From an optimization exercise on the open Yosys and OpenROAD flow, aimed at small area, a short achievable clock period and few clock cycles per item; shortcuts taken in it are not production practice. Only simulation tests tie the RTL to the original design; equivalence was not proved. No activity file was given, so power comes from the tool's default toggle rates.

== old ==
==> flow/design.v <==
`default_nettype none
package cpu_pkg;
    localparam logic [2:0] F3_ADD  = 3'b000;
    localparam logic [2:0] F3_SLL  = 3'b001;
    localparam logic [2:0] F3_SLT  = 3'b010;
    localparam logic [2:0] F3_SLTU = 3'b011;
    localparam logic [2:0] F3_XOR  = 3'b100;
    localparam logic [2:0] F3_SR   = 3'b101;
    localparam logic [2:0] F3_OR   = 3'b110;
    localparam logic [2:0] F3_AND  = 3'b111;
endpackage
`default_nettype wire
`default_nettype none
module register_file (
    input  wire                        clk,
    input  wire                        rstn,
    input  wire [32-1:0]   rd_sel,       
    output logic [32-1:0]  rd_valid,
    output logic [32-1:0]       rd_data,
    input  wire                        wr_en,
    input  wire [5-1:0]   wr_idx,
    input  wire [32-1:0]        wr_data
);
    logic [32-1:0]      regs  [32];
    logic [32-1:0] valid;
    assign valid[0] = 1'b0;
    for (genvar i = 1; i < 32; i++) begin : g_valid
        always_ff @(posedge clk or negedge rstn) begin
            if (!rstn) begin
                valid[i] <= 1'b0;
            end else if (wr_en && wr_idx == i) begin
                valid[i] <= 1'b1;
            end
        end
    end
    assign regs[0] = '0;
    for (genvar i = 1; i < 32; i++) begin : g_reg
        always_ff @(posedge clk) begin
            if (wr_en && wr_idx == i) begin
                regs[i] <= wr_data;
            end
        end
    end
    assign rd_valid = valid;
    always_comb begin
        rd_data = '0;
        for (int i = 1; i < 32; i++) begin
            rd_data = rd_data | (regs[i] & {32{rd_sel[i]}});
        end
    end
endmodule
`default_nettype wire
`default_nettype none
module dispatch_unit (
    input  wire                          clk,
    input  wire                          rstn,
    input  wire                          psel,
    input  wire                          penable,
    input  wire                          pwrite,
    input  wire [12-1:0]    paddr,
    input  wire [32-1:0]          pwdata,
    output logic [32-1:0]         prdata,
    output logic                         pready,
    output logic                         pslverr,
    output logic [32-1:0]    rd_sel,
    input  wire [32-1:0]     rd_valid,
    input  wire [32-1:0]          rd_data,
    output logic                         ex_cin,
    output logic                         ex_sra,
    output logic [7:0]                   ex_sel,
    output logic [32-1:0]         ex_a,
    output logic [32-1:0]         ex_b,
    input  wire [32-1:0]          ex_y,
    output logic                         wr_en,
    output logic [5-1:0]    wr_idx,
    output logic [32-1:0]         wr_data
);
    logic                        setup;
    logic                        instr_addr;
    logic                        status_addr;
    logic                        reg_addr;
    logic [6:0]                  opcode;
    logic [2:0]                  funct3;
    logic [6:0]                  funct7;
    logic                        is_op;
    logic                        is_imm;
    logic                        legal;
    logic                        err;
    logic [32-1:0]        ir;         
    logic [2:0]                  ir_f3;
    logic                        ir_alt;
    logic                        ir_sub;
    logic                        accept;
    logic [5-1:0]   idx_next;
    logic                        fwd_q;
    logic                        ready_q;    
    logic [32-1:0]        opnd;
    logic [32-1:0]        opb;
    logic [32-1:0]        opa_q;
    logic [32-1:0]        opa_src;
    logic [32-1:0]        opa_rev;
    logic [32-1:0]        rdata_q;
    logic                        err_q;
    logic                        imm_q;      
    logic                        alt_q;      
    logic                        first_q;    
    logic                        wait1_q;    
    logic                        wait2_q;    
    logic [5-1:0]   hidx_q;     
    logic                        late_q;     
    logic                        r_v;
    logic                        x_v;
    logic [5-1:0]   x_rd;
    assign setup       = psel & ~penable;
    assign instr_addr  = paddr == 12'h000;
    assign status_addr = paddr == 12'h004;
    assign reg_addr    = paddr[11:7] == 5'b00001 && paddr[1:0] == 2'b00;
    assign opcode = pwdata[6:0];
    assign funct3 = pwdata[14:12];
    assign funct7 = pwdata[31:25];
    assign is_op  = opcode == 7'b0110011;
    assign is_imm = opcode == 7'b0010011;
    always_comb begin
        legal = 1'b0;
        if (is_op) begin
            legal = funct7 == 7'h00 || (funct7 == 7'h20 && (funct3 == 3'b000 || funct3 == 3'b101));
        end else if (is_imm) begin
            if (funct3 == 3'b001)      legal = funct7 == 7'h00;
            else if (funct3 == 3'b101) legal = funct7 == 7'h00 || funct7 == 7'h20;
            else                       legal = 1'b1;
        end
    end
    assign accept = psel && penable && pwrite && instr_addr && legal && pwdata[11:7] != '0;
    assign err = pwrite ? !(instr_addr && legal) : !(status_addr || reg_addr);
    assign ir_f3  = ir[14:12];
    assign ir_alt = alt_q;
    assign ir_sub = (ir_f3 == 3'b000 && ir_alt) || ir_f3 == 3'b010 || ir_f3 == 3'b011;
    assign idx_next = first_q ? pwdata[24:20] : wait1_q ? hidx_q : pwdata[19:15];
    always_ff @(posedge clk) begin
        for (int i = 0; i < 32; i++) begin
            rd_sel[i] <= idx_next == i && (rd_valid[i] || (wr_en && wr_idx == i));
        end
        fwd_q <= x_v && x_rd == idx_next;
    end
    assign opnd = fwd_q ? wr_data : rd_data;
    assign opb  = imm_q ? {{(32 - 12){ir[31]}}, ir[31:20]} : opnd;
    assign opa_src = late_q ? wr_data : opnd;
    for (genvar i = 0; i < 32; i++) begin : g_rev
        assign opa_rev[i] = opa_src[32-1-i];
    end
    always_ff @(posedge clk) begin
        if (late_q || first_q) begin
            opa_q <= ir_f3 == 3'b001 ? opa_rev : opa_src;
        end
    end
    always_ff @(posedge clk) begin
        ir      <= pwdata;
        imm_q   <= is_imm;
        alt_q   <= pwdata[30] && (is_op || funct3 == 3'b101);
        hidx_q  <= paddr[2 +: 5];
        err_q   <= err;
        rdata_q <= wait2_q ? opnd : '0;
        ex_b    <= opb ^ {32{ir_sub}};
        ex_cin  <= ir_sub;
        ex_sra  <= ir_f3 == 3'b101 && ir_alt;
        ex_sel  <= 8'b1 << ir_f3;
        x_rd    <= ir[11:7];
        wr_data <= ex_y;
        wr_idx  <= x_rd;
    end
    always_ff @(posedge clk or negedge rstn) begin
        if (!rstn) begin
            first_q <= 1'b0;
            wait1_q <= 1'b0;
            wait2_q <= 1'b0;
            ready_q <= 1'b1;
            late_q  <= 1'b0;
            r_v     <= 1'b0;
            x_v     <= 1'b0;
            wr_en   <= 1'b0;
        end else begin
            first_q <= setup && pwrite;
            wait1_q <= setup && !pwrite && reg_addr;
            wait2_q <= wait1_q;
            late_q  <= first_q && x_v && x_rd == ir[19:15];
            ready_q <= !((setup && !pwrite && reg_addr) || wait1_q);
            r_v     <= accept;
            x_v     <= r_v;
            wr_en   <= x_v;
        end
    end
    assign ex_a    = opa_q;
    assign prdata  = rdata_q;
    assign pready  = ready_q;
    assign pslverr = err_q;
endmodule
`default_nettype wire
`default_nettype none
module alu_lane (
    input  wire [32-1:0]    a,         
    input  wire [32-1:0]    b,         
    input  wire                    cin,       
    input  wire                    sra,       
    input  wire [7:0]              sel,       
    output logic [32-1:0]   y
);
    logic [32-1:0] sum;
    logic                 lt;
    logic                 ltu;
    logic                 fill;
    logic [32-1:0] sh_out;
    logic [32-1:0] sh_rev;
    assign sum = a + b + {{(32 - 1){1'b0}}, cin};
    assign lt  = (a[31] ^ b[31]) ? sum[31] : a[31];
    assign ltu = (a[31] ^ b[31]) ? sum[31] : ~b[31];
    for (genvar i = 0; i < 32; i++) begin : g_rev
        assign sh_rev[i] = sh_out[32-1-i];
    end
    assign fill   = sra & a[31];
    assign sh_out = $signed({fill, a}) >>> b[4:0];
    assign y = ({32{sel[cpu_pkg::F3_ADD]}} & sum)
             | ({32{sel[cpu_pkg::F3_SLL]}} & sh_rev)
             | ({32{sel[cpu_pkg::F3_SR]}}  & sh_out)
             | ({32{sel[cpu_pkg::F3_XOR]}} & (a ^ b))
             | ({32{sel[cpu_pkg::F3_OR]}}  & (a | b))
             | ({32{sel[cpu_pkg::F3_AND]}} & (a & b))
             | {{(32 - 1){1'b0}}, (sel[cpu_pkg::F3_SLT] & lt) | (sel[cpu_pkg::F3_SLTU] & ltu)};
endmodule
`default_nettype wire
`default_nettype none
module cpu_core (
    input  wire                         clk,
    input  wire                         rstn,
    input  wire                         psel,
    input  wire                         penable,
    input  wire                         pwrite,
    input  wire [12-1:0]   paddr,
    input  wire [32-1:0]         pwdata,
    output logic [32-1:0]        prdata,
    output logic                        pready,
    output logic                        pslverr
);
    logic [32-1:0] rd_sel;
    logic [32-1:0] rd_valid;
    logic [32-1:0]      rd_data;
    logic                      ex_cin;
    logic                      ex_sra;
    logic [7:0]                ex_sel;
    logic [32-1:0]      ex_a;
    logic [32-1:0]      ex_b;
    logic [32-1:0]      ex_y;
    logic                      wr_en;
    logic [5-1:0] wr_idx;
    logic [32-1:0]      wr_data;
    dispatch_unit u_dispatch (.*);
    alu_lane u_alu (
        .cin  (ex_cin),
        .sra  (ex_sra),
        .sel  (ex_sel),
        .a   (ex_a),
        .b   (ex_b),
        .y   (ex_y)
    );
    register_file u_regs (.*);
endmodule
`default_nettype wire
clock: 9.0 ns
lec_check: 0
cap_margin: 20
cell_pad_in_sites_detail_placement: 1
cell_pad_in_sites_global_placement: 2
core_margin: 2
core_utilization: 40
cts_cluster_diameter: 60
cts_cluster_size: 30
slew_margin: 20
standard.sh (not shown) runs the stock make flow with config.mk's settings and CLKGATE_MAP_FILE= SYNTH_SCRIPT=/design/flow/synth_recipe.tcl, a recipe that flattens the netlist after the stock synthesis.
==> flow/flow/run.sh <==
#!/bin/bash
set -euo pipefail
bash standard.sh SETUP_SLACK_MARGIN=6 finish > standard_flow.log 2>&1
Testbench counts of old, summed over its fixed seeds: cycles 4,816, instrs 2,400.
diff inputs: old => new
--- a/flow/design.v
+++ b/flow/design.v
@@ -65,8 +65,9 @@
     output logic [32-1:0]    rd_sel,
     input  wire [32-1:0]     rd_valid,
     input  wire [32-1:0]          rd_data,
     output logic                         ex_cin,
+    output logic                         ex_left,
     output logic                         ex_sra,
     output logic [7:0]                   ex_sel,
     output logic [32-1:0]         ex_a,
     output logic [32-1:0]         ex_b,
@@ -92,14 +93,12 @@
     logic                        ir_sub;
     logic                        accept;
     logic [5-1:0]   idx_next;
     logic                        fwd_q;
-    logic                        ready_q;    
+    logic                        busy_q;     
     logic [32-1:0]        opnd;
     logic [32-1:0]        opb;
     logic [32-1:0]        opa_q;
-    logic [32-1:0]        opa_src;
-    logic [32-1:0]        opa_rev;
     logic [32-1:0]        rdata_q;
     logic                        err_q;
     logic                        imm_q;      
     logic                        alt_q;      
@@ -143,15 +142,13 @@
         fwd_q <= x_v && x_rd == idx_next;
     end
     assign opnd = fwd_q ? wr_data : rd_data;
     assign opb  = imm_q ? {{(32 - 12){ir[31]}}, ir[31:20]} : opnd;
-    assign opa_src = late_q ? wr_data : opnd;
-    for (genvar i = 0; i < 32; i++) begin : g_rev
-        assign opa_rev[i] = opa_src[32-1-i];
-    end
     always_ff @(posedge clk) begin
-        if (late_q || first_q) begin
-            opa_q <= ir_f3 == 3'b001 ? opa_rev : opa_src;
+        if (late_q) begin
+            opa_q <= wr_data;
+        end else if (first_q) begin
+            opa_q <= opnd;
         end
     end
     always_ff @(posedge clk) begin
         ir      <= pwdata;
@@ -161,8 +158,9 @@
         err_q   <= err;
         rdata_q <= wait2_q ? opnd : '0;
         ex_b    <= opb ^ {32{ir_sub}};
         ex_cin  <= ir_sub;
+        ex_left <= ir_f3 == 3'b001;
         ex_sra  <= ir_f3 == 3'b101 && ir_alt;
         ex_sel  <= 8'b1 << ir_f3;
         x_rd    <= ir[11:7];
         wr_data <= ex_y;
@@ -172,9 +170,9 @@
         if (!rstn) begin
             first_q <= 1'b0;
             wait1_q <= 1'b0;
             wait2_q <= 1'b0;
-            ready_q <= 1'b1;
+            busy_q  <= 1'b0;
             late_q  <= 1'b0;
             r_v     <= 1'b0;
             x_v     <= 1'b0;
             wr_en   <= 1'b0;
@@ -182,43 +180,48 @@
             first_q <= setup && pwrite;
             wait1_q <= setup && !pwrite && reg_addr;
             wait2_q <= wait1_q;
             late_q  <= first_q && x_v && x_rd == ir[19:15];
-            ready_q <= !((setup && !pwrite && reg_addr) || wait1_q);
+            busy_q  <= (setup && !pwrite && reg_addr) || wait1_q;
             r_v     <= accept;
             x_v     <= r_v;
             wr_en   <= x_v;
         end
     end
     assign ex_a    = opa_q;
     assign prdata  = rdata_q;
-    assign pready  = ready_q;
+    assign pready  = !busy_q;
     assign pslverr = err_q;
 endmodule
 `default_nettype wire
 `default_nettype none
 module alu_lane (
-    input  wire [32-1:0]    a,         
+    input  wire [32-1:0]    a,
     input  wire [32-1:0]    b,         
     input  wire                    cin,       
+    input  wire                    left,      
     input  wire                    sra,       
     input  wire [7:0]              sel,       
     output logic [32-1:0]   y
 );
     logic [32-1:0] sum;
     logic                 lt;
     logic                 ltu;
     logic                 fill;
+    logic [32-1:0] a_rev;
+    logic [32-1:0] sh_in;
     logic [32-1:0] sh_out;
     logic [32-1:0] sh_rev;
     assign sum = a + b + {{(32 - 1){1'b0}}, cin};
     assign lt  = (a[31] ^ b[31]) ? sum[31] : a[31];
     assign ltu = (a[31] ^ b[31]) ? sum[31] : ~b[31];
     for (genvar i = 0; i < 32; i++) begin : g_rev
+        assign a_rev[i]  = a[32-1-i];
         assign sh_rev[i] = sh_out[32-1-i];
     end
     assign fill   = sra & a[31];
-    assign sh_out = $signed({fill, a}) >>> b[4:0];
+    assign sh_in  = left ? a_rev : a;
+    assign sh_out = $signed({fill, sh_in}) >>> b[4:0];
     assign y = ({32{sel[cpu_pkg::F3_ADD]}} & sum)
              | ({32{sel[cpu_pkg::F3_SLL]}} & sh_rev)
              | ({32{sel[cpu_pkg::F3_SR]}}  & sh_out)
              | ({32{sel[cpu_pkg::F3_XOR]}} & (a ^ b))
@@ -243,8 +246,9 @@
     logic [32-1:0] rd_sel;
     logic [32-1:0] rd_valid;
     logic [32-1:0]      rd_data;
     logic                      ex_cin;
+    logic                      ex_left;
     logic                      ex_sra;
     logic [7:0]                ex_sel;
     logic [32-1:0]      ex_a;
     logic [32-1:0]      ex_b;
@@ -254,8 +258,9 @@
     logic [32-1:0]      wr_data;
     dispatch_unit u_dispatch (.*);
     alu_lane u_alu (
         .cin  (ex_cin),
+        .left (ex_left),
         .sra  (ex_sra),
         .sel  (ex_sel),
         .a   (ex_a),
         .b   (ex_b),
Findings:
Summary of new over old: gate count after technology mapping down 10, sequential element share of the synthesized area lost 0.16 points, relative slew slack now larger.
Sequential share of layout area sits higher in new than in old.
Between new and old, it is new whose total power is lower, by about 1.2%.
Looking at power density over the cells, new sits 1.7 mW/mm^2 lower than old does.
Of new and old, it is new that has the higher critical path depth.
Side by side, combined global-route utilization of all metal layers turned out lower in new than in old.
Worst path arrival time was higher in the run labelled new.
Area taken by flip-flops and latches of old is on par with new.
Combined area of the multi-input logic cells, new and old, lower one = old.
met1 layer usage reported by global route, new and old, higher one = old.
Testbench counts of new, summed over its fixed seeds: cycles 4,816, instrs 2,400.

-- separate check: timing with driven ports --
How much do the figures lean on ideal ports? The routed layouts below were timed once more, with nothing changed but the port constraints.
Step 1: set_driving_cell puts a clkbuf_16 on clk and a buf_2 on each other input, an assumption about the parent block.
Step 2, shift: input delay + t, output delay - t, t = (earliest + latest rising clock arrival at the registers) / 2. This alone moves slack from input paths to output paths.
Slacks: ideal / step 1 / step 2; pairs: ideal / step 1.
run | shift t [ns] | slack for setup (ns) | worst hold slack (ns) | slew at the worst register clock pin (ns) | cell pins on the clock port's net
old | 0.797 | 5.839 / 5.762 / 5.355 | 0.332 / 0.332 / 0.332 | 0.08 / 0.08 | 1
new | 0.784 | 5.887 / 5.866 / 5.404 | 0.331 / 0.331 / 0.331 | 0.10 / 0.10 | 1
After both steps setup and hold are still met in every run listed. The setup slack of old, which loses most, moves by -0.077 ns with the drivers and by -0.484 ns with both steps.
